Background: an optimization exercise with open tools, aiming at small area. Do not read the settings as production practice. In this exercise RTL edits were held to simulation tests only and were not proved equivalent to the original. Power and IR drop assume default switching activity.

[design.v]
module gru_fp_sequencer #(
  parameter int INPUTDIMEN = 4,
  parameter int CELLNUM    = 4,
  parameter int DATABIT    = 16,
  parameter int WDEPTH     = 16,
  parameter int TIMEOUT    = 1023,
  localparam int BW = INPUTDIMEN*CELLNUM*DATABIT,
  localparam int XW = INPUTDIMEN*DATABIT,
  localparam int AW = $clog2(WDEPTH)
) (
  input  logic              clk,
  input  logic              rst_n,
  input  logic              start,
  input  logic              reload,
  input  logic              abort,
  input  logic [7:0]        num_steps,
  output logic [AW-1:0]     w_addr,
  input  logic [6*DATABIT-1:0] w_q,
  output logic [BW-1:0]     wxr,
  output logic [BW-1:0]     wxz,
  output logic [BW-1:0]     wxh,
  output logic [BW-1:0]     whr,
  output logic [BW-1:0]     whz,
  output logic [BW-1:0]     whh,
  output logic              xt_req,
  input  logic              xt_valid,
  input  logic [XW-1:0]     xt_in,
  output logic [XW-1:0]     xt_out,
  output logic              hl_start,
  input  logic              hl_done,
  output logic              ave_start,
  output logic [7:0]        ave_t,
  output logic              head_start,
  input  logic              head_done,
  output logic              busy,
  output logic              done,
  output logic              error,
  output logic              weights_valid
);
  localparam int TW = $clog2(TIMEOUT+1);
  localparam int CW = (TW > AW+1) ? TW : AW+1;
  logic r_load, r_fetch, r_run, r_whl, r_avg, r_head, r_whead, r_done;
  logic [CW-1:0]   r_cnt;
  logic [7:0]      r_idx;
  logic [7:0]      r_steps;
  logic            r_err;
  logic            r_wvalid;
  logic [XW-1:0]   r_xt;
  logic [BW-1:0]   r_wxr, r_wxz, r_wxh;
  logic [BW-1:0]   r_whr, r_whz, r_whh;
  logic [BW-1:0] w_hold, w_shift;
  assign w_hold  = {BW{r_wvalid}};
  assign w_shift = {BW{r_load}};
  logic w_idle, w_wait, w_hit, w_last, w_accept, w_go, w_tmo, w_eq, w_ld;
  assign w_idle   = !(r_load || r_fetch || r_run || r_whl || r_avg || r_head
                      || r_whead || r_done);
  assign w_wait   = r_fetch || r_whl || r_whead;
  assign w_hit    = &r_cnt[CW-1:1];
  assign w_last   = r_cnt[AW];
  assign w_accept = w_idle && start && !abort;
  assign w_go     = w_accept && (num_steps != '0);
  assign w_ld     = reload || !r_wvalid;
  assign w_eq     = (r_idx == r_steps);
  assign w_tmo    = !abort && w_hit && ((r_fetch && !xt_valid)
                    || (r_whl && !hl_done) || (r_whead && !head_done));
  always_ff @(posedge clk or negedge rst_n) begin
    if (!rst_n) begin
      r_load   <= 1'b0;
      r_fetch  <= 1'b0;
      r_run    <= 1'b0;
      r_whl    <= 1'b0;
      r_avg    <= 1'b0;
      r_head   <= 1'b0;
      r_whead  <= 1'b0;
      r_done   <= 1'b0;
      r_idx    <= '0;
      r_err    <= 1'b0;
      r_wvalid <= 1'b0;
    end else begin
      r_load  <= !abort && (w_go && w_ld || r_load && !w_last);
      r_fetch <= !abort && (w_go && !w_ld || r_load && w_last
                 || r_fetch && !xt_valid && !w_hit || r_avg && !w_eq);
      r_run   <= !abort && r_fetch && xt_valid;
      r_whl   <= !abort && (r_run || r_whl && !hl_done && !w_hit);
      r_avg   <= !abort && r_whl && hl_done;
      r_head  <= !abort && r_avg && w_eq;
      r_whead <= !abort && (r_head || r_whead && !head_done && !w_hit);
      r_done  <= !abort && r_whead && head_done;
      if (w_go && reload)
        r_wvalid <= 1'b0;
      else if (r_load && w_last && !abort)
        r_wvalid <= 1'b1;
      if (w_accept) begin
        r_err <= (num_steps == '0);
        r_idx <= '0;
      end else begin
        if (w_tmo) r_err <= 1'b1;
        if (r_run && !abort) r_idx <= r_idx + 1'b1;
      end
    end
  end
  always_ff @(posedge clk) begin
    if (w_wait || (r_load && !w_last)) r_cnt <= r_cnt + 1'b1;
    else                               r_cnt <= '0;
    if (w_accept) r_steps <= num_steps;
    if (r_fetch && xt_valid && !abort) r_xt <= xt_in;
    r_whh <= w_hold & r_whh | w_shift & {r_whh[BW-DATABIT-1:0], w_q[0*DATABIT +: DATABIT]};
    r_whz <= w_hold & r_whz | w_shift & {r_whz[BW-DATABIT-1:0], w_q[1*DATABIT +: DATABIT]};
    r_whr <= w_hold & r_whr | w_shift & {r_whr[BW-DATABIT-1:0], w_q[2*DATABIT +: DATABIT]};
    r_wxh <= w_hold & r_wxh | w_shift & {r_wxh[BW-DATABIT-1:0], w_q[3*DATABIT +: DATABIT]};
    r_wxz <= w_hold & r_wxz | w_shift & {r_wxz[BW-DATABIT-1:0], w_q[4*DATABIT +: DATABIT]};
    r_wxr <= w_hold & r_wxr | w_shift & {r_wxr[BW-DATABIT-1:0], w_q[5*DATABIT +: DATABIT]};
  end
  assign w_addr        = r_load ? r_cnt[AW-1:0] : '0;
  assign wxr           = r_wxr;
  assign wxz           = r_wxz;
  assign wxh           = r_wxh;
  assign whr           = r_whr;
  assign whz           = r_whz;
  assign whh           = r_whh;
  assign xt_req        = r_fetch;
  assign xt_out        = r_xt;
  assign hl_start      = r_run && !abort;
  assign ave_start     = r_avg && !abort;
  assign ave_t         = r_idx;
  assign head_start    = r_head && !abort;
  assign done          = r_done && !abort;
  assign busy          = !w_idle;
  assign error         = r_err;
  assign weights_valid = r_wvalid;
endmodule
[flow/run.sh]
#!/bin/bash
set -euo pipefail
cd "$(dirname "$0")/.."
export BUFFER_PORTS_ARGS="-buffer_cell sky130_fd_sc_hd__buf_1"
export PLACE_PINS_ARGS="-min_distance 1 -min_distance_in_tracks"
export CTS_ARGS="-sink_clustering_enable -repair_clock_nets -dont_use_dummy_load -buf_list sky130_fd_sc_hd__clkbuf_8 -sink_clustering_buffer sky130_fd_sc_hd__clkbuf_4 -sink_clustering_size 10 -sink_clustering_max_diameter 50"
bash standard.sh finish > flow_make.log 2>&1
[standard.sh]
#!/bin/bash
# synth_recipe.tcl (not shown) runs the flow's synth.tcl, then flattens the netlist and writes it again
# the make line also repeats each setting of config.mk as NAME=value (left out here)
make -C /OpenROAD-flow-scripts/flow DESIGN_CONFIG=/design/flow/config.mk WORK_HOME=/design/flow/orfs CLKGATE_MAP_FILE= SYNTH_SCRIPT=/design/flow/synth_recipe.tcl "${@:-finish}"
[config.mk]
export PLATFORM = sky130hd
export DESIGN_NAME = gru_fp_sequencer
export DESIGN_NICKNAME = gru_fp_sequencer
export VERILOG_FILES = /design/flow/design.v
export SDC_FILE = /design/flow/constraint.sdc
export NUM_CORES = 4
export LEC_CHECK = 0
export CAP_MARGIN = 20
export CORE_AREA = 5 5 315 315
export DIE_AREA = 0 0 320 320
export SLEW_MARGIN = 20
[constraint.sdc]
create_clock -name core_clock -period 5.0 [get_ports {clk}]
set_input_delay 1.0000 -clock core_clock [delete_from_list [all_inputs] [get_ports {clk}]]
set_output_delay 1.0000 -clock core_clock [all_outputs]
set_load 0.01 [all_outputs]
==> impl_metrics.toml, run 1 <==
[setup_path]
crit_type = "reg -> out"
cp.required_ns = 4.00
startpoint_type = "flop"
crit_arrival_ns = 2.52
crit_path_end_kind = "output pin"
timing.critical_path.fanout_max = 74

[power_and_ir_drop]
p_per_area_nw_per_um2 = 341
leakagePower_nw = 21.5
vdd_ir_drop_max_mv = 0.225

[place]
port_buffers = 1795
place_congestion = 1.05
dpl.hpwl_microns = 151000
dp.cells = 6372

[cts]
path_clk_slew_ns = 0.10
postCtsSetupBuffers = 0
cts_max_level = 4
hold_buffers = 0
root_buffer = "clkbuf_8"
cts_buffers = 184
cts_buffer_depth = 3
clock_latency_ns = 0.87
tritoncts = "done"
cts_num_sinks = 1636
cts_resized = 0

[final_layout]
n_fill_cell = 8235
fin_nets = 5471
multiInputGateArea_sq_um = 14100
stdcell_count = 6593
seqCellArea_sq_um = 33600
syn_to_final_growth_pct = 18.2
drive_above_1_share_pct = 4.06

[synth]
synth_fp_nets = 3812
synth_ff_type = "dfxtp_1"
synth_common_cells = "dfxtp_1 (1546), a22o_1 (1536), clkbuf_1 (312)"
yosysWarnings = 1
syn_inst = 3634
ys_top_cells_by_area = "dfxtp_1 (63%), a22o_1 (27%), edfxtp_1 (4.4%)"
yosysUniqueCellTypes = 36
synth_async_sr_flop_share_pct = 1.10
yosysTopAreaCell = "dfxtp_1"
yosysMostFrequentCell = "dfxtp_1"
yosysSeqAreaShare_pct = 68.4
mappedNetlistArea_sq_um = 49000
syn_avg_cell_area_sq_um = 13.5
synth_top_area_share_pct = 63.1
synth_edf_count = 72
ys_ff_latch = 1636

[timing]
fmax_mhz = 284
worstMarginPinSlew_ns = 1.25
period_needed_ns = 3.52
finClkSkew_ns = 0.0650
tns_ns = 0
setup_viol = 0
rsz0062_at_grt = "false"
period_share_pct = 70.3
hold_violations = 0
drv_slew = 0
worst_slew_margin_rel_pct = 16.6

[global_routing]
grt_max_degree = 260
grt-ovfl-total = 0
grt_use_total_pct = 36.9
antenna_found_initial = 44
grt_pass1_wl_microns = 275000
grt_pass1_vias = 36000

[route]
drt-initial-drc-count = 4037
ant_nets = 0
routedWlPerCell_microns = 30.7
routed_wl_microns = 202000
viasPerCell = 6.02
via_count = 39700
drc = 0
dr.pass1.iters = 8

[floorplanning]
num_rows = 113
die_w_microns = 320
dieArea_sq_um = 102000
die_h_microns = 320
initial_core_util_pct = 51.5
io_pins = 1796
core_area_sq_um = 95200

[outcome]
status = "timing/DRC/antenna clean"

[run]
maxCapViolations = 0

[min_path]
hold_class = "in -> async"
power breakdown:
part	switching (mW)	internal, mW
registers	0.0892	13.2
logic	0.495	0.131
clock network	4.01	1.86
total	4.60	15.2
state kept, by name (all words and copies together), names as in the netlist, 8 cells and up:
signal	flops
r_wxr	256
r_wxh	256
r_whh	256
r_steps	8
r_wxz	256
r_whz	256
r_whr	256
r_idx	8
r_xt	64
r_cnt	10
final timing paths:
check	startpoint	to	slack, ns	cells past startpoint
setup reg to reg	r_load$_DFF_PN0_	r_wxh[40]$_DFF_P_	2.23	3
setup / recovery	r_load$_DFF_PN0_	busy	1.48	3
max in group asynchronous	rst_n	r_load$_DFF_PN0_	4.49	1
min in group core_clock	xt_in[43]	r_xt[43]$_DFFE_PP_	0.29	1
hold / removal	rst_n	r_whead$_DFF_PN0_	0.1	1
hold reg to reg	r_whh[1]$_DFF_P_	r_whh[17]$_DFF_P_	0.46	1
per-stage QoR:
| stage | utilization [%] | worst slack (ns) | power (mW) | hold slack [ns] | area [sq um] |
|---|---|---|---|---|---|
| after global routing | 60.9 | 1.37 | 20.5 | 0.105 | 58000 |
| after detailed placement | 59.3 | 1.81 | 14.2 | 0.455 | 56400 |
| final | 60.9 | 1.48 | 19.8 | 0.0964 | 58000 |
| after global placement | 59.3 | 1.45 | 14.2 | 0.456 | 56400 |
| after CTS | 60.8 | 1.58 | 19.9 | 0.230 | 57900 |
| after floorplan | - | 1.71 | 14.0 | 0.437 | 49000 |
logic make-up (layout without fill, tap and decap cells):
kind of cell | after synthesis | count (layout) | share of synthesized area, %
simple gates | 69 | 69 | 0.737
flops | 1636 | 1636 | 68.4
other cells | 0 | 37 | 0
buf+inv | 353 | 2010 | 2.73
mux | 1 | 1 | 0.0204
compound gates | 1552 | 1552 | 27.7
xor+xnor | 21 | 21 | 0.375
fa+ha+maj | 2 | 2 | 0.0510
routing by layer:
metal | wire length [microns] | track usage [%] | share of wire (%)
met5 | 275 | 1.53 | 0.14
met4 | 27800 | 41.5 | 14
met3 | 23600 | 16.9 | 12
met2 | 82200 | 51.0 | 41
met1 | 68400 | 39.0 | 34
cell usage in the layout, fill, tap and decap left out, drive strengths merged, types with 2 or more instances in the layout:
master / instances
xnor2: 5
dfxtp: 1546
clkbuf: 185
xor2: 16
ha: 2
edfxtp: 72
dfrtp: 18
nor2b: 5
a21boi: 2
nand3: 3
and2: 5
and3: 8
nand2b: 2
nor3: 5
buf: 1819
inv: 6
nor4: 4
o21ai: 3
or3: 3
nor2: 18
a22o: 1536
nand2: 9
nand4: 5
a21oi: 5
diode: 37
final cells by class:
class | instances | share of cell area (%)
Timing Repair Buffer | 1820 | 12.2
Tap cell | 1265 | 2.73
Sequential cell | 1636 | 57.9
Antenna cell | 37 | 0.160
Clock buffer | 184 | 2.57
Multi-Input combinational cell | 1645 | 24.4
Inverter | 6 | 0.0388
worst max-delay path, stage by stage, from the launching register on:
cell	delay, ns
dfrtp_4	1.00
nor2_1	0.11
nand2_1	0.10
buf_1	0.47
==> run 2, diff against run 1 <==
--- a/config.mk
+++ b/config.mk
@@ -10,2 +10,3 @@
 export DIE_AREA = 0 0 320 320
+export PLACE_DENSITY = 0.8
 export SLEW_MARGIN = 20
==> impl_metrics.toml, run 2 <==
[synth]
synth_async_sr_flop_share_pct = 1.10
ys_ff_latch = 1636
synth_top_area_share_pct = 63.1
yosysMostFrequentCell = "dfxtp_1"
synth_edf_count = 72
ys_top_cells_by_area = "dfxtp_1 (63%), a22o_1 (27%), edfxtp_1 (4.4%)"
yosysSeqAreaShare_pct = 68.4
synth_fp_nets = 3812
mappedNetlistArea_sq_um = 49000
yosysUniqueCellTypes = 36
syn_avg_cell_area_sq_um = 13.5
syn_inst = 3634
synth_common_cells = "dfxtp_1 (1546), a22o_1 (1536), clkbuf_1 (312)"
yosysTopAreaCell = "dfxtp_1"
synth_ff_type = "dfxtp_1"
yosysWarnings = 1

[setup_path]
crit_arrival_ns = 2.30
r2r-end = "r_wxz[50]$_DFF_P_"
crit_path_end_kind = "output pin"
cpMostUsedCell = "buf_1"
r2r_start = "r_load$_DFF_PN0_"
cp_num_buf_inv = 2
path_cells = "buf_1 -> nor2b_1 -> buf_1"
startpoint_type = "primary input"
timing.critical_path.fanout_max = 10
worstSetupStartpoint = "abort"
worstSetupEndpoint = "hl_start"
cp.depth = 3
ff2ff_path_depth = 3
reg2reg_slack_ns = 2.10
cp_top_family = "simple AND/OR/NAND/NOR gates"
crit_type = "in -> out"
cp.required_ns = 4.00
slowest_stage = "nor2b_1"
critPathMaxStageDelay_ns = 0.73

[final_layout]
design_area_sq_um = 57900
fin_nets = 5473
stdcell_count = 6579
layout_commonest_cell = "buf_1"
multiInputGateArea_sq_um = 14100
n_fill_cell = 7902
syn_to_final_growth_pct = 18.1
drive_above_1_share_pct = 4.04
final_cell_mix = "buf_1 (1795), dfxtp_1 (1546), a22o_1 (1536)"
seqCellArea_sq_um = 33600
final_util_pct = 60.9

[timing]
finClkSkew_ns = 0.112
fin_ws_ns = 1.70
setup_viol = 0
fin_hold_ws_ns = 0.298
fmax_mhz = 303
period_needed_ns = 3.30
worstMarginPinSlew_ns = 1.09
period_share_pct = 66.0
worst_slew_margin_rel_pct = 27.1
rsz0062_at_grt = "false"
tns_ns = 0
hold_violations = 0
drv_slew = 0

[place]
dp_slack_ns = 1.80
place_congestion = 1.05
dp.cells = 6372
dpl.hpwl_microns = 147000
port_buffers = 1795
post_dp_cell_area_sq_um = 56400

[floorplanning]
num_rows = 113
die_w_microns = 320
initial_core_util_pct = 51.5
core_area_sq_um = 95200
dieArea_sq_um = 102000
die_h_microns = 320
io_pins = 1796

[cts]
cts_max_level = 4
cts_buffer_depth = 3
clock_latency_ns = 0.86
root_buffer = "clkbuf_8"
cts_resized = 0
postCtsSetupBuffers = 0
cts_buffers = 184
path_clk_slew_ns = 0.10
tritoncts = "done"
cts_num_sinks = 1636

[run]
maxCapViolations = 0

[global_routing]
grt-ovfl-total = 0
grt_pass1_wl_microns = 274000
grt_use_total_pct = 36.5
grt_max_degree = 243
antenna_found_initial = 28
grt_pass1_vias = 36500

[route]
viasPerCell = 6.13
dr.pass1.iters = 6
routed_wl_microns = 199000
ant_nets = 0
routedWlPerCell_microns = 30.2
via_count = 40300
drc = 0
drt-initial-drc-count = 4375

[power_and_ir_drop]
total_power_mw = 19.8
p_seq_share_pct = 67.3
comb_power_share_pct = 3.1
p_per_area_nw_per_um2 = 341
clockPowerShare_pct = 29.6
p_sw_mw = 4.58
vdd_ir_drop_max_mv = 0.227
leakagePower_nw = 21.5
intPower_mw = 15.2
switching_share_pct = 23.2

[min_path]
hold_class = "in -> reg"

[outcome]
status = "timing/DRC/antenna clean"
-- run 2: cell counts after synthesis --
No cell type changed its count.
-- run 2: repair_timing --
| item | in CTS | in global routing |
|---|---|---|
| hold buffers | 0 | 1 |
| setup endpoints to repair | 0 | 0 |
| hold endpoints to repair | 0 | 4 |
-- run 2: final cells by class --
type	count	area share, %
Antenna cell	21	0.0907
Clock buffer	184	2.57
Inverter	6	0.0389
Multi-Input combinational cell	1645	24.4
Sequential cell	1636	57.9
Tap cell	1265	2.73
Timing Repair Buffer	1822	12.2
-- run 2: worst min-delay path by stage --
stage                                   start                  end  slack [ns]  depth (start not counted)
after floorplan           r_cnt[0]$_SDFF_PN0_  r_cnt[0]$_SDFF_PN0_        0.44                          1
final                               xt_in[42]   r_xt[42]$_DFFE_PP_        0.30                          1
after global placement     r_whh[255]$_DFF_P_   r_whh[255]$_DFF_P_        0.45                          1
after global routing                xt_in[34]   r_xt[34]$_DFFE_PP_        0.23                          1
after CTS                               rst_n     r_head$_DFF_PN0_        0.22                          1
after detailed placement   r_wxz[255]$_DFF_P_   r_wxz[255]$_DFF_P_        0.45                          1
-- run 2: power groups by stage --
stage	Combinational, mW	Clock (mW)	Sequential [mW]
after floorplan	0.369	0	13.6
after global placement	0.599	0	13.6
after detailed placement	0.601	0	13.6
after CTS	0.604	5.95	13.3
after global routing	0.669	6.51	13.3
final	0.621	5.85	13.3
-- run 2: logic make-up after synthesis --
kind of cell,after synthesis,synth area share (%)
AO/OA/AOI/OAI,1552,27.7
XOR/XNOR,21,0.375
adder cells (fa/ha/maj),2,0.0510
buffers and inverters,353,2.73
flip-flops,1636,68.4
multiplexers,1,0.0204
AND/OR/NAND/NOR,69,0.737
-- run 2: layer usage --
layer	global-route usage, %	wire (microns)
met1	39.8	68200
met2	50.8	81700
met3	17.7	24700
met4	35.5	23700
met5	1.90	238
==> run 3, diff against run 2 <==
--- a/config.mk
+++ b/config.mk
@@ -7,3 +7,3 @@
 export LEC_CHECK = 0
-export CAP_MARGIN = 20
+export CAP_MARGIN = 0
 export CORE_AREA = 5 5 315 315
@@ -11,2 +11,2 @@
 export PLACE_DENSITY = 0.8
-export SLEW_MARGIN = 20
+export SLEW_MARGIN = 0
==> impl_metrics.toml, run 3 <==
[power_and_ir_drop]
p_sw_mw = 4.59
comb_power_share_pct = 3.1
leakagePower_nw = 21.5
switching_share_pct = 23.2
p_seq_share_pct = 67.2
vdd_ir_drop_max_mv = 0.228
clockPowerShare_pct = 29.6
p_per_area_nw_per_um2 = 341
intPower_mw = 15.2

[floorplanning]
die_w_microns = 320
dieArea_sq_um = 102000
core_area_sq_um = 95200
die_h_microns = 320
initial_core_util_pct = 51.5
num_rows = 113
io_pins = 1796

[route]
via_count = 40400
viasPerCell = 6.14
ant_nets = 0
drt-initial-drc-count = 4310
routed_wl_microns = 199000
dr.pass1.iters = 8
drc = 0
routedWlPerCell_microns = 30.3

[synth]
yosysWarnings = 1
ys_top_cells_by_area = "dfxtp_1 (63%), a22o_1 (27%), edfxtp_1 (4.4%)"
yosysSeqAreaShare_pct = 68.4
synth_async_sr_flop_share_pct = 1.10
synth_fp_nets = 3812
mappedNetlistArea_sq_um = 49000
syn_inst = 3634
syn_avg_cell_area_sq_um = 13.5
synth_top_area_share_pct = 63.1
synth-simple-area-share_pct = 0.737
muxShareOfSynthArea_pct = 0.0204
yosysMostFrequentCell = "dfxtp_1"
synth_adder_area_share_pct = 0.0510
synth_top_family_by_area = "compound AO/OA/AOI/OAI gates"
ys_ff_latch = 1636
synth_compound_area_share_pct = 27.7
synth_ff_type = "dfxtp_1"
yosysTopAreaCell = "dfxtp_1"
synth_common_cells = "dfxtp_1 (1546), a22o_1 (1536), clkbuf_1 (312)"
synth_edf_count = 72
synth_xor_area_share_pct = 0.375
yosysUniqueCellTypes = 36

[place]
port_buffers = 1795
place_congestion = 1.05
post_dp_cell_area_sq_um = 56400
dp_slack_ns = 1.80
dpl.hpwl_microns = 147000

[timing]
hold_violations = 0
fin_ws_ns = 1.70
tns_ns = 0
finClkSkew_ns = 0.109
rsz0062_at_grt = "false"
period_share_pct = 66.0
fmax_mhz = 303
worst_slew_margin_rel_pct = 19.5
drv_slew = 0
setup_viol = 0
worstMarginPinSlew_ns = 1.21
period_needed_ns = 3.30

[global_routing]
grt_pass1_wl_microns = 274000
grt_pass1_vias = 36500
grt-ovfl-total = 0
grt_max_degree = 243
antenna_found_initial = 28
grt_use_total_pct = 36.5

[setup_path]
startpoint_type = "flop"
crit_type = "reg -> out"
timing.critical_path.fanout_max = 66
crit_path_end_kind = "output pin"
r2r-end = "r_wxr[102]$_DFF_P_"
crit_arrival_ns = 2.30
r2r_start = "r_load$_DFF_PN0_"
cp.required_ns = 4.00
ff2ff_path_depth = 3
reg2reg_slack_ns = 2.06

[cts]
cts_buffers = 184
hold_buffers = 0
cts_max_level = 4
cts_buffer_depth = 3
cts_resized = 0
root_buffer = "clkbuf_8"
clock_latency_ns = 0.86
cts_num_sinks = 1636
tritoncts = "done"
postCtsSetupBuffers = 0
path_clk_slew_ns = 0.11

[min_path]
hold_class = "in -> async"

[outcome]
status = "timing/DRC/antenna clean"

[final_layout]
design_area_sq_um = 57900
final_cell_mix = "buf_1 (1795), dfxtp_1 (1546), a22o_1 (1536)"
fin_nets = 5471
syn_to_final_growth_pct = 18.1
drive_above_1_share_pct = 4.03
layout_commonest_cell = "buf_1"

[run]
maxCapViolations = 0
run 3: cell counts after synthesis:
No cell type changed its count.
run 3: routing by layer:
layer	vias to the layer above	track usage, %	wire length [microns]
met4	16	35.5	23700
met3	985	17.7	24400
met1	19300	39.8	68900
met2	2650	50.8	81800
met5	-	1.90	238
li1	17400	-	-
run 3: cells by family (layout without fill, tap and decap cells):
| family | after synthesis | after routing |
|---|---|---|
| flip-flops | 1636 | 1636 |
| AO/OA/AOI/OAI | 1552 | 1552 |
| buffers and inverters | 353 | 2010 |
| AND/OR/NAND/NOR | 69 | 69 |
| XOR/XNOR | 21 | 21 |
| adder cells (fa/ha/maj) | 2 | 2 |
| multiplexers | 1 | 1 |
| other | 0 | 20 |
run 3: through the flow:
stage	instances	hold WS, ns	total power [mW]	utilization [%]
after global placement	6372	0.453	14.2	59.3
final	6576	0.288	19.8	60.9
after detailed placement	6372	0.455	14.2	59.3
after floorplan	3634	0.437	14.0	-
after global routing	6570	0.235	20.5	60.9
after CTS	6556	0.215	19.8	60.8
run 3: critical path, stage by stage, from the launching register on:
cell	delay (ns)
dfrtp_4	0.95
and2_1	0.32
buf_1	0.20
run 3: cell type report:
class | instances | area, sq um
Tap cell | 1265 | 1580
Multi-Input combinational cell | 1645 | 14100
Sequential cell | 1636 | 33600
Antenna cell | 20 | 50.0
Inverter | 6 | 22.5
Timing Repair Buffer | 1820 | 7060
Fill cell | 7907 | 37200
Clock buffer | 184 | 1490
run 3: worst max path at each step:
stage                              endpoint              from  slack, ns
after floorplan           r_xt[0]$_DFFE_PP_             abort       1.71
after global routing              w_addr[1]  r_load$_DFF_PN0_       1.56
final                             w_addr[0]  r_load$_DFF_PN0_       1.70
after global placement             hl_start             abort       1.84
after CTS                         w_addr[0]  r_load$_DFF_PN0_       1.63
after detailed placement           hl_start             abort       1.80
run 3: power by group through the flow:
stage	Clock, mW	Combinational (mW)	Sequential, mW
3_3_place_gp	0	0.599	13.6
4_1_cts	5.95	0.604	13.3
2_1_floorplan	0	0.369	13.6
3_5_place_dp	0	0.601	13.6
6_report	5.86	0.621	13.3
5_1_grt	6.51	0.667	13.3
==> run 4, diff against run 3 <==
--- a/config.mk
+++ b/config.mk
@@ -7,6 +7,5 @@
 export LEC_CHECK = 0
-export CAP_MARGIN = 0
-export CORE_AREA = 5 5 315 315
-export DIE_AREA = 0 0 320 320
-export PLACE_DENSITY = 0.8
-export SLEW_MARGIN = 0
+export CAP_MARGIN = 20
+export CORE_AREA = 5 5 305 305
+export DIE_AREA = 0 0 310 310
+export SLEW_MARGIN = 20
==> impl_metrics.toml, run 4 <==
[cts]
cts_max_level = 4
path_clk_slew_ns = 0.11
cts_buffers = 181
cts_num_sinks = 1636
cts_resized = 0
root_buffer = "clkbuf_8"
clock_latency_ns = 0.86
cts_buffer_depth = 3
hold_buffers = 0
tritoncts = "done"
postCtsSetupBuffers = 0

[floorplanning]
initial_core_util_pct = 54.7
die_h_microns = 310
dieArea_sq_um = 96100
io_pins = 1796
core_area_sq_um = 89700
num_rows = 110
die_w_microns = 310

[min_path]
hold_class = "in -> async"

[power_and_ir_drop]
total_power_mw = 19.8
p_per_area_nw_per_um2 = 342
vdd_ir_drop_max_mv = 0.250
leakagePower_nw = 21.5

[final_layout]
seqCellArea_sq_um = 33600
drive_above_1_share_pct = 4.01
layout_commonest_cell = "buf_1"
fin_nets = 5469
design_area_sq_um = 57800
final_util_pct = 64.5
multiInputGateArea_sq_um = 14100
syn_to_final_growth_pct = 17.9
final_cell_mix = "buf_1 (1794), dfxtp_1 (1546), a22o_1 (1536)"
n_fill_cell = 7621

[global_routing]
grt-ovfl-total = 0
antenna_found_initial = 35
grt_pass1_vias = 35600
grt_use_total_pct = 38.6
grt_pass1_wl_microns = 269000
grt_max_degree = 256

[setup_path]
cp.depth = 4
r2r-end = "r_whz[2]$_DFF_P_"
worstSetupEndpoint = "busy"
worstSetupStartpoint = "r_load$_DFF_PN0_"
cp_top_family = "flip-flops"
slowest_stage = "dfrtp_4"
crit_type = "reg -> out"
crit_path_end_kind = "output pin"
cp.required_ns = 4.00
reg2reg_slack_ns = 2.46
critPathMaxStageDelay_ns = 0.83
startpoint_type = "flop"
crit_arrival_ns = 2.55
timing.critical_path.fanout_max = 51
cp_num_buf_inv = 2
ff2ff_path_depth = 3
r2r_start = "r_wvalid$_DFFE_PN0P_"
path_cells = "buf_12 -> nor2_1 -> nand2_1 -> buf_1"

[timing]
finClkSkew_ns = 0.0618
tns_ns = 0
fmax_mhz = 281
period_share_pct = 71.1
worst_slew_margin_rel_pct = 25.5
hold_violations = 0
fin_hold_ws_ns = 0.100
setup_viol = 0
worstMarginPinSlew_ns = 1.12
drv_slew = 0
period_needed_ns = 3.55
rsz0062_at_grt = "false"

[synth]
synth_edf_count = 72
yosysWarnings = 1
yosysSeqAreaShare_pct = 68.4
syn_avg_cell_area_sq_um = 13.5
yosysTopAreaCell = "dfxtp_1"
ys_ff_latch = 1636
yosysUniqueCellTypes = 36
syn_inst = 3634
synth_async_sr_flop_share_pct = 1.10
synth_top_area_share_pct = 63.1
synth_ff_type = "dfxtp_1"
mappedNetlistArea_sq_um = 49000
synth_common_cells = "dfxtp_1 (1546), a22o_1 (1536), clkbuf_1 (312)"
ys_top_cells_by_area = "dfxtp_1 (63%), a22o_1 (27%), edfxtp_1 (4.4%)"
yosysMostFrequentCell = "dfxtp_1"
synth_fp_nets = 3812

[place]
dpl.hpwl_microns = 150000
place_congestion = 1.09
port_buffers = 1795
post_dp_cell_area_sq_um = 56300

[outcome]
status = "timing/DRC/antenna clean"

[route]
dr.pass1.iters = 6
ant_nets = 0
drc = 0
via_count = 40000
routed_wl_microns = 199000
routedWlPerCell_microns = 30.6
drt-initial-drc-count = 4594
viasPerCell = 6.17

[run]
maxCapViolations = 0
==> run 4: cell count changes in the layout (fill, tap and decap cells not counted) <==
cell,change
buf_12,+2
buf_4,-1
diode_2,+8
clkbuf_4,-3
buf_1,-1
clkbuf_2,+1
==> run 4: area by class of cell <==
class	instances	area share [%]
sequential	1636	58.0
multi-input combinational	1645	24.5
timing repair buffer	1821	12.3
tap	1176	2.54
clock buffer	181	2.53
antenna	28	0.121
inverter	6	0.0389
==> run 4: worst min path at each step <==
stage                         from  cells after the start                  end  slack, ns
4_1_cts                  xt_in[36]                      1   r_xt[36]$_DFFE_PP_       0.24
6_report                     rst_n                      1     r_head$_DFF_PN0_       0.10
3_5_place_dp    r_wxr[255]$_DFF_P_                      1   r_wxr[255]$_DFF_P_       0.45
5_1_grt                      rst_n                      1     r_head$_DFF_PN0_       0.08
3_3_place_gp    r_wxr[255]$_DFF_P_                      1   r_wxr[255]$_DFF_P_       0.45
2_1_floorplan  r_cnt[0]$_SDFF_PN0_                      1  r_cnt[0]$_SDFF_PN0_       0.44
==> run 4: kinds of logic after synthesis <==
group	count (synthesis)	share of synthesized area [%]
XOR/XNOR	21	0.375
AO/OA/AOI/OAI	1552	27.7
AND/OR/NAND/NOR	69	0.737
adder cells (fa/ha/maj)	2	0.0510
flip-flops	1636	68.4
buffers and inverters	353	2.73
multiplexers	1	0.0204
==> run 4: metrics by stage <==
| step | worst slack [ns] | cells |
|---|---|---|
| after CTS | 1.33 | 6464 |
| final | 1.45 | 6493 |
| after floorplan | 1.71 | 3634 |
| after global routing | 1.26 | 6483 |
| after global placement | 1.97 | 6283 |
| after detailed placement | 2.02 | 6283 |
==> run 4: power breakdown <==
| group | total (mW) | leakage, nW | switching [mW] | internal [mW] |
|---|---|---|---|---|
| Sequential | 13.3 | 13.4 | 0.0855 | 13.2 |
| Clock | 5.84 | 0.877 | 4.01 | 1.83 |
| Combinational | 0.639 | 7.26 | 0.505 | 0.134 |
| Total | 19.8 | 21.5 | 4.60 | 15.2 |
==> run 4: layer usage <==
layer,global-route usage [%],share of wire [%],vias up
li1,-,-,17400
met1,40.7,34,19100
met2,53.1,41,2516
met3,20.3,13,991
met4,39.6,13,18
met5,2.62,0.14,-
==> run 5, diff against run 4 <==
==> flow/run.sh (replaced) <==
#!/bin/bash
set -euo pipefail
cd "$(dirname "$0")/.."
export BUFFER_PORTS_ARGS="-buffer_cell sky130_fd_sc_hd__buf_1"
export PLACE_PINS_ARGS="-min_distance 1 -min_distance_in_tracks"
export CTS_ARGS="-sink_clustering_enable -repair_clock_nets -dont_use_dummy_load -buf_list sky130_fd_sc_hd__clkbuf_8 -sink_clustering_buffer sky130_fd_sc_hd__clkbuf_8 -sink_clustering_size 18 -sink_clustering_max_diameter 80"
bash standard.sh finish > flow_make.log 2>&1
--- a/config.mk
+++ b/config.mk
@@ -8,4 +8,5 @@
 export CAP_MARGIN = 20
-export CORE_AREA = 5 5 305 305
-export DIE_AREA = 0 0 310 310
+export CORE_AREA = 5 5 315 315
+export DIE_AREA = 0 0 320 320
+export PLACE_DENSITY = 0.8
 export SLEW_MARGIN = 20
==> impl_metrics.toml, run 5 <==
[min_path]
hold_class = "in -> async"

[cts]
hold_buffers = 0
root_buffer = "clkbuf_8"
path_clk_slew_ns = 0.10
postCtsSetupBuffers = 0
cts_num_sinks = 1636
cts_resized = 0
cts_max_level = 3
tritoncts = "done"
cts_buffer_depth = 3
clock_latency_ns = 0.82
cts_buffers = 101

[synth]
ys_top_cells_by_area = "dfxtp_1 (63%), a22o_1 (27%), edfxtp_1 (4.4%)"
synth_common_cells = "dfxtp_1 (1546), a22o_1 (1536), clkbuf_1 (312)"
yosysWarnings = 1
synth_top_area_share_pct = 63.1
synth_ff_type = "dfxtp_1"
yosysUniqueCellTypes = 36
yosysSeqAreaShare_pct = 68.4
yosysTopAreaCell = "dfxtp_1"
ys_ff_latch = 1636
syn_avg_cell_area_sq_um = 13.5
synth_fp_nets = 3812
synth_async_sr_flop_share_pct = 1.10
yosysMostFrequentCell = "dfxtp_1"
syn_inst = 3634
mappedNetlistArea_sq_um = 49000
synth_edf_count = 72

[floorplanning]
die_h_microns = 320
num_rows = 113
die_w_microns = 320
initial_core_util_pct = 51.5
dieArea_sq_um = 102000
io_pins = 1796
core_area_sq_um = 95200

[setup_path]
cp.required_ns = 4.00
crit_type = "in -> out"
crit_arrival_ns = 2.29
startpoint_type = "primary input"
crit_path_end_kind = "output pin"
timing.critical_path.fanout_max = 10

[place]
port_buffers = 1795
dpl.hpwl_microns = 147000
place_congestion = 1.05
post_dp_cell_area_sq_um = 56400
dp_slack_ns = 1.80

[timing]
drv_slew = 0
period_share_pct = 65.7
fin_ws_ns = 1.71
hold_violations = 0
worstMarginPinSlew_ns = 1.19
fmax_mhz = 304
worst_slew_margin_rel_pct = 20.6
tns_ns = 0
setup_viol = 0
period_needed_ns = 3.29
rsz0062_at_grt = "false"
finClkSkew_ns = 0.108

[global_routing]
grt_pass1_vias = 35600
grt_use_total_pct = 36.0
antenna_found_initial = 25
grt_max_degree = 243
grt-ovfl-total = 0
grt_pass1_wl_microns = 271000

[final_layout]
layout_commonest_cell = "buf_1"
multiInputGateArea_sq_um = 14100
syn_to_final_growth_pct = 17.9
final_cell_mix = "buf_1 (1795), dfxtp_1 (1546), a22o_1 (1536)"
drive_above_1_share_pct = 2.51
seqCellArea_sq_um = 33600
fin_nets = 5389
design_area_sq_um = 57800
n_fill_cell = 7891

[power_and_ir_drop]
vdd_ir_drop_max_mv = 0.284
leakagePower_nw = 21.3
p_per_area_nw_per_um2 = 339

[route]
routedWlPerCell_microns = 30.3
ant_nets = 0
via_count = 39700
routed_wl_microns = 197000
viasPerCell = 6.11
drc = 0
drt-initial-drc-count = 4350
dr.pass1.iters = 7

[run]
maxCapViolations = 0

[outcome]
status = "timing/DRC/antenna clean"
==> run 5: cell counts after synthesis <==
Identical to the previous run, type by type.
==> run 5: where the power goes <==
part / switching [mW] / internal [mW] / total [mW]
Combinational: 0.488 / 0.130 / 0.618
Sequential: 0.0924 / 13.2 / 13.3
Clock: 3.86 / 1.82 / 5.67
==> run 5: path summary, 6_finish.rpt <==
| path | startpoint | end | slack (ns) | cells after the start |
|---|---|---|---|---|
| setup / recovery | abort | hl_start | 1.71 | 3 |
| hold / removal | rst_n | r_idx[4]$_DFFE_PN0P_ | 0.09 | 1 |
| setup reg to reg | r_load$_DFF_PN0_ | r_wxz[255]$_DFF_P_ | 2.10 | 3 |
| hold reg to reg | r_whr[84]$_DFF_P_ | r_whr[100]$_DFF_P_ | 0.44 | 1 |
| max in group asynchronous | rst_n | r_load$_DFF_PN0_ | 4.46 | 2 |
| min in group core_clock | w_q[31] | r_whz[15]$_DFF_P_ | 0.38 | 2 |
==> run 5: per-layer routing <==
metal	global-route usage [%]	part of all wire, %	routed length, microns	up-vias
met5	1.06	0.013	26	-
met4	34.9	12	24100	4
met3	16.8	12	23900	975
met2	50.3	41	80800	2490
met1	39.6	35	68400	19100
li1	-	-	-	17200
==> run 5: per-stage QoR <==
step	total power, mW	hold slack, ns	instances	util (%)
global placement	14.2	0.453	6372	59.3
CTS	19.6	0.285	6473	60.7
floorplan	14.0	0.437	3634	-
global route	20.2	0.0345	6489	60.8
finish	19.6	0.0863	6498	60.8
detailed placement	14.2	0.455	6372	59.3
==> run 5: kinds of logic after synthesis <==
kind of cell	Yosys count	synth area share (%)
compound gates	1552	27.7
buf+inv	353	2.73
mux	1	0.0204
flops	1636	68.4
fa+ha+maj	2	0.0510
xor+xnor	21	0.375
simple gates	69	0.737
==> run 5: final cells by class <==
cell class,instances,share of cell area (%)
sequential,1636,58.0
multi-input combinational,1645,24.5
timing repair buffer,1821,12.2
tap,1265,2.74
clock buffer,101,2.40
antenna,24,0.104
inverter,6,0.0389
==> run 5: critical path, stage by stage <==
cell	delay (ns)
buf_1	0.25
nor2b_1	0.72
buf_1	0.31
==> run 6, diff against run 5 <==
--- a/config.mk
+++ b/config.mk
@@ -7,3 +7,3 @@
 export LEC_CHECK = 0
-export CAP_MARGIN = 20
+export CAP_MARGIN = 0
 export CORE_AREA = 5 5 315 315
@@ -11,2 +11,2 @@
 export PLACE_DENSITY = 0.8
-export SLEW_MARGIN = 20
+export SLEW_MARGIN = 0
==> impl_metrics.toml, run 6 <==
[outcome]
status = "timing/DRC/antenna clean"

[cts]
cts_buffer_depth = 3
hold_buffers = 0
tritoncts = "done"
clock_latency_ns = 0.82
cts_max_level = 3
cts_num_sinks = 1636
cts_resized = 0
postCtsSetupBuffers = 0
root_buffer = "clkbuf_8"
path_clk_slew_ns = 0.10
cts_buffers = 101

[synth]
ys_ff_latch = 1636
ys_top_cells_by_area = "dfxtp_1 (63%), a22o_1 (27%), edfxtp_1 (4.4%)"
yosysTopAreaCell = "dfxtp_1"
yosysSeqAreaShare_pct = 68.4
syn_avg_cell_area_sq_um = 13.5
synth_top_area_share_pct = 63.1
synth_ff_type = "dfxtp_1"
yosysUniqueCellTypes = 36
mappedNetlistArea_sq_um = 49000
synth_async_sr_flop_share_pct = 1.10
yosysMostFrequentCell = "dfxtp_1"
yosysWarnings = 1
syn_inst = 3634
synth_common_cells = "dfxtp_1 (1546), a22o_1 (1536), clkbuf_1 (312)"
synth_edf_count = 72
synth_fp_nets = 3812

[place]
port_buffers = 1795
dpl.hpwl_microns = 147000
place_congestion = 1.05
dp_slack_ns = 1.80

[power_and_ir_drop]
vdd_ir_drop_max_mv = 0.285
leakagePower_nw = 21.3
p_per_area_nw_per_um2 = 338

[global_routing]
grt_use_total_pct = 36.0
grt_pass1_vias = 35600
grt-ovfl-total = 0
grt_max_degree = 243
antenna_found_initial = 25
grt_pass1_wl_microns = 271000

[final_layout]
n_fill_cell = 7895
drive_above_1_share_pct = 2.50
syn_to_final_growth_pct = 17.9
final_cell_mix = "buf_1 (1795), dfxtp_1 (1546), a22o_1 (1536)"
final_util_pct = 60.8
seqCellArea_sq_um = 33600
multiInputGateArea_sq_um = 14100
layout_commonest_cell = "buf_1"
fin_nets = 5388

[timing]
worstMarginPinSlew_ns = 1.15
fmax_mhz = 303
worst_slew_margin_rel_pct = 23.2
hold_violations = 0
rsz0062_at_grt = "false"
period_share_pct = 65.9
finClkSkew_ns = 0.109
drv_slew = 0
fin_hold_ws_ns = 0.377
fin_ws_ns = 1.70
setup_viol = 0
period_needed_ns = 3.30
tns_ns = 0

[run]
maxCapViolations = 0

[setup_path]
ff2ff_path_depth = 3
cp.required_ns = 4.00
startpoint_type = "primary input"
timing.critical_path.fanout_max = 10
crit_arrival_ns = 2.30
r2r_start = "r_load$_DFF_PN0_"
crit_path_end_kind = "output pin"
reg2reg_slack_ns = 2.10
r2r-end = "r_wxz[255]$_DFF_P_"
crit_type = "in -> out"

[floorplanning]
die_w_microns = 320
die_h_microns = 320
dieArea_sq_um = 102000
io_pins = 1796
initial_core_util_pct = 51.5
num_rows = 113
core_area_sq_um = 95200

[route]
drc = 0
via_count = 39600
viasPerCell = 6.09
drt-initial-drc-count = 4083
ant_nets = 0
dr.pass1.iters = 6
routed_wl_microns = 197000
routedWlPerCell_microns = 30.3

[min_path]
hold_class = "in -> async"
-- run 6: cell count changes in the layout (fill, tap and decap cells not counted) --
cell,change
buf_6,-1
diode_2,+2
-- run 6: critical path, stage by stage --
cell	delay (ns)
buf_1	0.25
nor2b_1	0.73
buf_1	0.31
-- run 6: routing by layer --
| metal | track usage (%) | up-vias | wire (microns) |
|---|---|---|---|
| met1 | 39.6 | 19100 | 68600 |
| met3 | 16.8 | 938 | 23300 |
| met5 | 1.06 | - | 26 |
| met4 | 34.9 | 4 | 24000 |
| li1 | - | 17200 | - |
| met2 | 50.3 | 2427 | 80900 |
-- run 6: worst max path at each step --
stage	startpoint	to	slack [ns]	cells past startpoint
after floorplan	abort	r_xt[0]$_DFFE_PP_	1.71	3
after global placement	abort	hl_start	1.84	3
after detailed placement	abort	hl_start	1.80	3
after CTS	r_load$_DFF_PN0_	w_addr[0]	1.73	2
after global routing	abort	hl_start	1.62	3
final	abort	hl_start	1.70	3
-- run 6: cell families after synthesis --
| kind of cell | after synthesis | share of synthesized area (%) |
|---|---|---|
| flip-flops | 1636 | 68.4 |
| AO/OA/AOI/OAI | 1552 | 27.7 |
| buffers and inverters | 353 | 2.73 |
| AND/OR/NAND/NOR | 69 | 0.737 |
| XOR/XNOR | 21 | 0.375 |
| adder cells (fa/ha/maj) | 2 | 0.0510 |
| multiplexers | 1 | 0.0204 |
-- run 6: stage by stage --
step                      power, mW  instances  area, sq um
after detailed placement       14.2       6372        56400
after global routing           20.2       6488        57800
after floorplan                14.0       3634        49000
after global placement         14.2       6372        56400
final                          19.6       6499        57800
after CTS                      19.6       6473        57800
-- run 6: cell type report --
class / count / area share, %
sequential: 1636 / 58.0
multi-input combinational: 1645 / 24.5
timing repair buffer: 1820 / 12.2
tap: 1265 / 2.74
clock buffer: 101 / 2.40
antenna: 26 / 0.112
inverter: 6 / 0.0389
-- run 6: power breakdown --
part / internal, mW / total [mW] / switching (mW)
Combinational: 0.129 / 0.615 / 0.486
Clock: 1.82 / 5.67 / 3.86
Sequential: 13.2 / 13.3 / 0.0924

[static timing again, ports no longer ideal]
The results above use ideal ports. As a check the final layouts listed here were re-extracted and re-timed, cells and wires unchanged.
Step 1 sets driving cells, clkbuf_16 on the clock port and buf_2 on the other inputs (assumed; they add their load-dependent delay and slew).
Step 2 moves the port delays by t, midway between the first and last clock arrival at a register: inputs arrive t later, outputs are due t later. That takes back most of the time a late clock gives input paths.
Slacks: no drivers / after step 1 / after step 2; pairs: no drivers / after step 1.
run | shift t [ns] | setup slack, ns | worst setup path after step 2 | pins driven straight from the clock port
run 1 | 0.905 | 1.484 / 1.413 / 1.806 | input to output | 1
run 2 | 0.881 | 1.699 / 1.643 / 1.664 | input to output | 1
run 3 | 0.883 | 1.701 / 1.630 / 1.670 | input to output | 1
run 4 | 0.897 | 1.447 / 1.379 / 1.937 | input to output | 1
run 5 | 0.832 | 1.714 / 1.680 / 1.680 | input to output | 1
run 6 | 0.834 | 1.704 / 1.670 / 1.670 | input to output | 1
After both steps setup and hold are still met in every run listed. The setup slack of run 2, which loses most, moves by -0.056 ns with the drivers and by -0.035 ns with both steps.
